From an optimization exercise on the open Yosys and OpenROAD flow, aimed at small area, a short achievable clock period and few clock cycles per item; shortcuts taken in it are not production practice.
The RTL was checked by simulation tests, not by an equivalence proof against the original design.
No activity file was given, so power comes from the tool's default toggle rates.

==> flow/design.v <==
module rational_add_mul_reduce_core (
  input  logic                               clk,
  input  logic                               rst_n,
  input  logic                               in_tvalid,
  output logic                               in_tready,
  input  logic [63:0]                        in_tdata,
  input  logic [1:0]                         in_tuser,
  output logic                               out_tvalid,
  input  logic                               out_tready,
  output logic [63:0]                        out_tdata,
  output logic [0:0]                         out_tuser
);
  localparam int K  = 3;               
  localparam int SW = $clog2(K + 1);
  localparam logic [1:0] REQ_MUL  = 2'd0;
  localparam logic [1:0] REQ_ADD  = 2'd1;
  localparam logic [1:0] REQ_CMP  = 2'd2;
  localparam logic [1:0] REQ_NONE = 2'd3;
  localparam logic [1:0] S_FREE = 2'd0;
  localparam logic [1:0] S_M2   = 2'd1;
  localparam logic [1:0] S_M3   = 2'd2;
  localparam logic [1:0] S_LOOP = 2'd3;
  logic        pend_r;
  logic [1:0]  req_r;
  logic        a_neg_r, b_neg_r;
  logic [15:0] a_mag_r, b_mag_r;
  logic [14:0] a_den_r, b_den_r;
  logic [1:0]  pidx_r;                   
  logic        xa_r, yb_r;               
  logic [31:0] hs_r, hc_r;               
  logic        hv_r;                     
  logic [1:0]  w_req_r;
  logic        w_aneg_r, w_bneg_r, w_azero_r;
  logic [1:0]  st_r;
  logic [30:0] u_r;
  logic [29:0] v_r;
  logic [31:0] n00_r, n01_r;    
  logic [29:0] n10_r, n11_r;    
  logic        eq_r;
  logic        out_valid_r;
  logic [1:0]  st_nxt;
  logic [30:0] u_nxt;
  logic [29:0] v_nxt;
  logic [31:0] n00_nxt, n01_nxt;
  logic [29:0] n10_nxt, n11_nxt;
  logic        eq_nxt, out_valid_nxt, neg;
  logic [31:0] dif;
  logic        ge, uv_eq, u_zero, done, both_odd, both_even;
  logic [30:0] du;
  logic [29:0] dv;
  logic [31:0] sum0;
  logic [29:0] sum1;
  logic [SW-1:0] s_d, s_u, s_v, s_b, s_uu, s_vv, s_c0, s_c1;
  assign dif       = {1'b0, u_r} - {2'b0, v_r};
  assign ge        = !dif[31];
  assign du        = dif[30:0];
  assign dv        = v_r - u_r[29:0];
  assign uv_eq     = (u_r == {1'b0, v_r});
  assign u_zero    = (u_r == '0);
  assign done      = uv_eq || u_zero;
  assign sum0      = n00_r + n01_r;
  assign sum1      = n10_r + n11_r;
  assign both_odd  = u_r[0] & v_r[0];
  assign both_even = !u_r[0] & !v_r[0];
  always_comb begin
    s_d = SW'(K);
    s_u = SW'(K);
    s_v = SW'(K);
    s_b = SW'(K);
    for (int i = K - 1; i >= 1; i--) begin
      if (du[i])           s_d = SW'(i);
      if (u_r[i])          s_u = SW'(i);
      if (v_r[i])          s_v = SW'(i);
      if (u_r[i] | v_r[i]) s_b = SW'(i);
    end
    s_uu = both_odd ? s_d : (both_even ? s_b : s_u);
    s_vv = both_odd ? s_d : (both_even ? s_b : s_v);
    s_c0 = both_odd ? s_d : s_u;
    s_c1 = both_odd ? s_d : s_v;
  end
  logic [30:0] u_sh;
  logic [29:0] v_sh;
  logic [31:0] n00_sh, n01_sh;
  logic [29:0] n10_sh, n11_sh;
  assign u_sh   = (both_odd ? du : u_r) >> s_uu;
  assign v_sh   = (both_odd ? dv : v_r) >> s_vv;
  assign n00_sh = n00_r << s_c0;
  assign n10_sh = n10_r << s_c0;
  assign n01_sh = n01_r << s_c1;
  assign n11_sh = n11_r << s_c1;
  logic [15:0] in_a_num, in_b_num;
  logic [14:0] in_a_den, in_b_den;
  assign in_a_num = in_tdata[15:0];
  assign in_a_den = in_tdata[30:16];
  assign in_b_num = in_tdata[46:31];
  assign in_b_den = in_tdata[61:47];
  logic       out_free, m1_go, m2_go, m3_go, none_go, h_take, h_load, last;
  logic       consume, consume_early, accept;
  logic [1:0] pidx_nxt, req_nxt;
  assign out_free = !out_valid_r || out_tready;
  assign m1_go    = hv_r && ((st_r == S_FREE) || (st_r == S_LOOP && done));
  assign m2_go    = hv_r && (st_r == S_M2) && out_free;
  assign m3_go    = (st_r == S_M3) && (hv_r || w_req_r == REQ_CMP);
  assign none_go  = !hv_r && (st_r == S_FREE) && pend_r && (req_r == REQ_NONE) && out_free;
  assign h_take   = m1_go || m2_go || (m3_go && w_req_r != REQ_CMP);
  assign h_load   = pend_r && (req_r != REQ_NONE) && (!hv_r || h_take);
  assign last     = (pidx_r == ((req_r == REQ_ADD) ? 2'd2 : 2'd1));
  assign consume  = (h_load && last) || none_go;
  always_comb begin
    consume_early = 1'b0;
    if (pend_r) begin
      if (req_r == REQ_NONE)
        consume_early = (st_r == S_FREE) && !hv_r && !out_valid_r;
      else
        consume_early = last && (!hv_r || st_r == S_FREE || (st_r == S_M3 && w_req_r != REQ_CMP) ||
                                 (st_r == S_M2 && !out_valid_r));
    end
  end
  assign in_tready = !pend_r || consume_early;
  assign accept    = in_tvalid && in_tready;
  assign pidx_nxt = consume ? 2'd0 : (h_load ? pidx_r + 2'd1 : pidx_r);
  assign req_nxt  = accept ? in_tuser : req_r;
  logic [15:0] mul_x, mul_y;
  logic [31:0] mul_p;
  assign mul_x = xa_r ? a_mag_r : {1'b0, a_den_r};
  assign mul_y = yb_r ? b_mag_r : {1'b0, b_den_r};
  assign mul_p = hs_r + hc_r;
  function automatic logic [63:0] csa(input logic [31:0] a, input logic [31:0] b,
                                      input logic [31:0] c);
    csa = {((a & b) | (a & c) | (b & c)) << 1, a ^ b ^ c};
  endfunction
  logic [31:0] pp [16];
  logic [63:0] l1 [5];
  logic [63:0] l2 [3];
  logic [63:0] l3 [2];
  logic [63:0] l4 [2];
  logic [63:0] l5, l6;
  always_comb begin
    for (int i = 0; i < 16; i++)
      pp[i] = mul_y[i] ? (32'(mul_x) << i) : 32'd0;
    for (int i = 0; i < 5; i++)
      l1[i] = csa(pp[3*i], pp[3*i+1], pp[3*i+2]);
    l2[0] = csa(l1[0][31:0], l1[0][63:32], l1[1][31:0]);
    l2[1] = csa(l1[1][63:32], l1[2][31:0], l1[2][63:32]);
    l2[2] = csa(l1[3][31:0], l1[3][63:32], l1[4][31:0]);
    l3[0] = csa(l2[0][31:0], l2[0][63:32], l2[1][31:0]);
    l3[1] = csa(l2[1][63:32], l2[2][31:0], l2[2][63:32]);
    l4[0] = csa(l3[0][31:0], l3[0][63:32], l3[1][31:0]);
    l4[1] = csa(l3[1][63:32], l1[4][63:32], pp[15]);
    l5 = csa(l4[0][31:0], l4[0][63:32], l4[1][31:0]);
    l6 = csa(l5[31:0], l5[63:32], l4[1][63:32]);
  end
  always_comb begin
    st_nxt        = st_r;
    u_nxt         = u_r;
    v_nxt         = v_r;
    n00_nxt       = n00_r;
    n01_nxt       = n01_r;
    n10_nxt       = n10_r;
    n11_nxt       = n11_r;
    eq_nxt        = eq_r;
    out_valid_nxt = out_valid_r && !out_tready;
    neg           = 1'b0;
    case (st_r)
      S_FREE: begin
        if (none_go) begin
          n01_nxt       = '0;
          n11_nxt       = 30'd1;
          eq_nxt        = 1'b0;
          out_valid_nxt = 1'b1;
        end
      end
      S_M2: begin
        if (m2_go) begin
          case (w_req_r)
            REQ_MUL: begin
              neg     = w_aneg_r ^ w_bneg_r;
              v_nxt   = mul_p[29:0];
              n00_nxt = neg ? 32'hFFFF_FFFF : 32'd1;
              n01_nxt = '0;
              n10_nxt = '0;
              n11_nxt = 30'd1;
              st_nxt  = S_LOOP;
            end
            REQ_CMP: begin
              v_nxt  = mul_p[29:0];
              st_nxt = S_M3;
            end
            default: begin
              v_nxt   = mul_p[29:0];
              n01_nxt = mul_p;
              st_nxt  = S_M3;
            end
          endcase
        end
      end
      S_M3: begin
        if (m3_go && w_req_r == REQ_CMP) begin
          eq_nxt        = uv_eq && ((w_aneg_r == w_bneg_r) || w_azero_r);
          n01_nxt       = '0;
          n11_nxt       = 30'd1;
          out_valid_nxt = 1'b1;
          st_nxt        = S_FREE;
        end else if (m3_go) begin
          if (w_aneg_r == w_bneg_r) begin
            u_nxt = sum0[30:0];
            neg   = w_aneg_r;
          end else if (ge) begin
            u_nxt = du;
            neg   = w_aneg_r;
          end else begin
            u_nxt = {1'b0, dv};
            neg   = w_bneg_r;
          end
          v_nxt   = mul_p[29:0];
          n00_nxt = neg ? 32'hFFFF_FFFF : 32'd1;
          n01_nxt = '0;
          n10_nxt = '0;
          n11_nxt = 30'd1;
          st_nxt  = S_LOOP;
        end
      end
      default: begin
        if (done) begin
          eq_nxt        = 1'b0;
          out_valid_nxt = 1'b1;
          st_nxt        = S_FREE;
        end
        if (uv_eq) begin
          n01_nxt = sum0;
          n11_nxt = sum1;
        end else begin
          if (both_even || !u_r[0] || (both_odd && ge))
            u_nxt = u_sh;
          if (both_even || !v_r[0] || (both_odd && !ge))
            v_nxt = v_sh;
          if ((!u_r[0] && v_r[0]) || (both_odd && ge)) begin
            n00_nxt = n00_sh;
            n10_nxt = n10_sh;
          end else if (both_odd) begin
            n00_nxt = sum0;
            n10_nxt = sum1;
          end
          if ((u_r[0] && !v_r[0]) || (both_odd && !ge)) begin
            n01_nxt = n01_sh;
            n11_nxt = n11_sh;
          end else if (both_odd && ge) begin
            n01_nxt = sum0;
            n11_nxt = sum1;
          end
        end
      end
    endcase
    if (m1_go) begin
      u_nxt   = mul_p[30:0];
      n00_nxt = mul_p;
      st_nxt  = S_M2;
    end
  end
  always_ff @(posedge clk) begin
    if (!rst_n) begin
      st_r        <= S_FREE;
      pend_r      <= 1'b0;
      pidx_r      <= 2'd0;
      hv_r        <= 1'b0;
      xa_r        <= 1'b1;
      yb_r        <= 1'b0;
      out_valid_r <= 1'b0;
    end else begin
      st_r        <= st_nxt;
      pend_r      <= accept || (pend_r && !consume);
      pidx_r      <= pidx_nxt;
      hv_r        <= h_load || (hv_r && !h_take);
      xa_r        <= (pidx_nxt == 2'd0);
      yb_r        <= (pidx_nxt == 2'd0) ? (req_nxt == REQ_MUL) :
                     ((pidx_nxt == 2'd1) && (req_nxt != REQ_MUL));
      out_valid_r <= out_valid_nxt;
    end
  end
  always_ff @(posedge clk) begin
    if (accept) begin
      req_r   <= in_tuser;
      a_neg_r <= in_a_num[15];
      b_neg_r <= in_b_num[15];
      a_mag_r <= in_a_num[15] ? (~in_a_num + 16'd1) : in_a_num;
      b_mag_r <= in_b_num[15] ? (~in_b_num + 16'd1) : in_b_num;
      a_den_r <= (in_a_den == '0) ? 15'd1 : in_a_den;
      b_den_r <= (in_b_den == '0) ? 15'd1 : in_b_den;
    end
  end
  always_ff @(posedge clk) begin
    if (m1_go) begin
      w_req_r   <= req_r;
      w_aneg_r  <= a_neg_r;
      w_bneg_r  <= b_neg_r;
      w_azero_r <= (a_mag_r == '0);
    end
  end
  always_ff @(posedge clk) begin
    if (h_load) begin
      hs_r <= l6[31:0];
      hc_r <= l6[63:32];
    end
  end
  always_ff @(posedge clk) begin
    u_r   <= u_nxt;
    v_r   <= v_nxt;
    n00_r <= n00_nxt;
    n01_r <= n01_nxt;
    n10_r <= n10_nxt;
    n11_r <= n11_nxt;
    eq_r  <= eq_nxt;
  end
  assign out_tvalid = out_valid_r;
  assign out_tdata  = {2'b00, n11_r, n01_r};
  assign out_tuser  = eq_r;
endmodule
Settings: LEC_CHECK=0, CAP_MARGIN=20, CORE_MARGIN=2, CORE_UTILIZATION=40, SETUP_SLACK_MARGIN=5, SLEW_MARGIN=20; clock period 10.0 ns.
run.sh (not shown) runs the stock make flow with config.mk's settings and CLKGATE_MAP_FILE= SYNTH_SCRIPT=/design/flow/synth_recipe.tcl, a recipe that flattens the netlist after the stock synthesis.
Testbench counts at the start, summed over its fixed seeds: cycles 33,142, items 1,920.
Then changed:
--- a/flow/design.v
+++ b/flow/design.v
@@ -96,11 +96,12 @@
   assign in_b_den = in_tdata[61:47];
   logic       out_free, m1_go, m2_go, m3_go, none_go, h_take, h_load, last;
   logic       consume, consume_early, accept;
   logic [1:0] pidx_nxt, req_nxt;
   assign out_free = !out_valid_r || out_tready;
-  assign m1_go    = hv_r && ((st_r == S_FREE) || (st_r == S_LOOP && done));
+  assign m1_go    = hv_r && ((st_r == S_FREE) || (st_r == S_LOOP && done) ||
+                            (st_r == S_M3 && w_req_r == REQ_CMP));
   assign m2_go    = hv_r && (st_r == S_M2) && out_free;
   assign m3_go    = (st_r == S_M3) && (hv_r || w_req_r == REQ_CMP);
   assign none_go  = !hv_r && (st_r == S_FREE) && pend_r && (req_r == REQ_NONE) && out_free;
   assign h_take   = m1_go || m2_go || (m3_go && w_req_r != REQ_CMP);
   assign h_load   = pend_r && (req_r != REQ_NONE) && (!hv_r || h_take);
@@ -110,11 +111,11 @@
     consume_early = 1'b0;
     if (pend_r) begin
       if (req_r == REQ_NONE)
         consume_early = (st_r == S_FREE) && !hv_r && !out_valid_r;
       else
-        consume_early = last && (!hv_r || st_r == S_FREE || (st_r == S_M3 && w_req_r != REQ_CMP) ||
+        consume_early = last && (!hv_r || st_r == S_FREE || st_r == S_M3 ||
                                  (st_r == S_M2 && !out_valid_r));
     end
   end
   assign in_tready = !pend_r || consume_early;
   assign accept    = in_tvalid && in_tready;
@@ -127,30 +128,31 @@
   assign mul_p = hs_r + hc_r;
   function automatic logic [63:0] csa(input logic [31:0] a, input logic [31:0] b,
                                       input logic [31:0] c);
     csa = {((a & b) | (a & c) | (b & c)) << 1, a ^ b ^ c};
   endfunction
-  logic [31:0] pp [16];
+  logic [31:0] pp [15];
   logic [63:0] l1 [5];
   logic [63:0] l2 [3];
   logic [63:0] l3 [2];
-  logic [63:0] l4 [2];
-  logic [63:0] l5, l6;
+  logic [63:0] l4, l5, l6;
   always_comb begin
-    for (int i = 0; i < 16; i++)
-      pp[i] = mul_y[i] ? (32'(mul_x) << i) : 32'd0;
+    pp[0] = mul_x[15] ? {1'b0, mul_y, 15'd0} :
+            mul_y[15] ? {1'b0, mul_x, 15'd0} :
+            mul_y[0]  ? {17'd0, mul_x[14:0]} : 32'd0;
+    for (int i = 1; i < 15; i++)
+      pp[i] = mul_y[i] ? (32'(mul_x[14:0]) << i) : 32'd0;
     for (int i = 0; i < 5; i++)
       l1[i] = csa(pp[3*i], pp[3*i+1], pp[3*i+2]);
     l2[0] = csa(l1[0][31:0], l1[0][63:32], l1[1][31:0]);
     l2[1] = csa(l1[1][63:32], l1[2][31:0], l1[2][63:32]);
     l2[2] = csa(l1[3][31:0], l1[3][63:32], l1[4][31:0]);
     l3[0] = csa(l2[0][31:0], l2[0][63:32], l2[1][31:0]);
     l3[1] = csa(l2[1][63:32], l2[2][31:0], l2[2][63:32]);
-    l4[0] = csa(l3[0][31:0], l3[0][63:32], l3[1][31:0]);
-    l4[1] = csa(l3[1][63:32], l1[4][63:32], pp[15]);
-    l5 = csa(l4[0][31:0], l4[0][63:32], l4[1][31:0]);
-    l6 = csa(l5[31:0], l5[63:32], l4[1][63:32]);
+    l4 = csa(l3[0][31:0], l3[0][63:32], l3[1][31:0]);
+    l5 = csa(l4[31:0], l4[63:32], l3[1][63:32]);
+    l6 = csa(l5[31:0], l5[63:32], l1[4][63:32]);
   end
   always_comb begin
     st_nxt        = st_r;
     u_nxt         = u_r;
     v_nxt         = v_r;
What happened: Utilization stays flat; design area drops by about 2.4%; worst hold slack gains 0.045 ns; setup slack gains 0.017 ns; wire length shrinks by about 8%; critical path depth is unchanged; non-clock buffer count is higher by 11; combinational power shrinks by 23%; global-route usage falls by 1.6 points; clock skew goes down by 0.015 ns; sequential share of layout area increases by 0.62 points; clock power decreases by about 8%; synthesized area went down by about 2.4%.
Testbench counts after the change, summed over its fixed seeds: cycles 33,070, items 1,920.

## re-timing with driven ports
How much do the figures lean on ideal ports? The routed layouts below were timed once more, with nothing changed but the port constraints. Step 1 sets driving cells, clkbuf_16 on the clock port and buf_2 on the other inputs (assumed; they add their load-dependent delay and slew). Step 2 times the ports against the registers' clock, not the clock port: input delays grow and output delays shrink by t, the midpoint of the rising clock arrivals with the driver on. Slacks: no drivers / after step 1 / after step 2; pairs: no drivers / after step 1.
run	t, ns	setup WS [ns]	cell pins on the clock port's net
the first run	0.661	5.146 / 5.145 / 5.146	1
the second run	0.619	5.163 / 5.146 / 5.163	1
After both steps setup and hold are still met in every run listed.
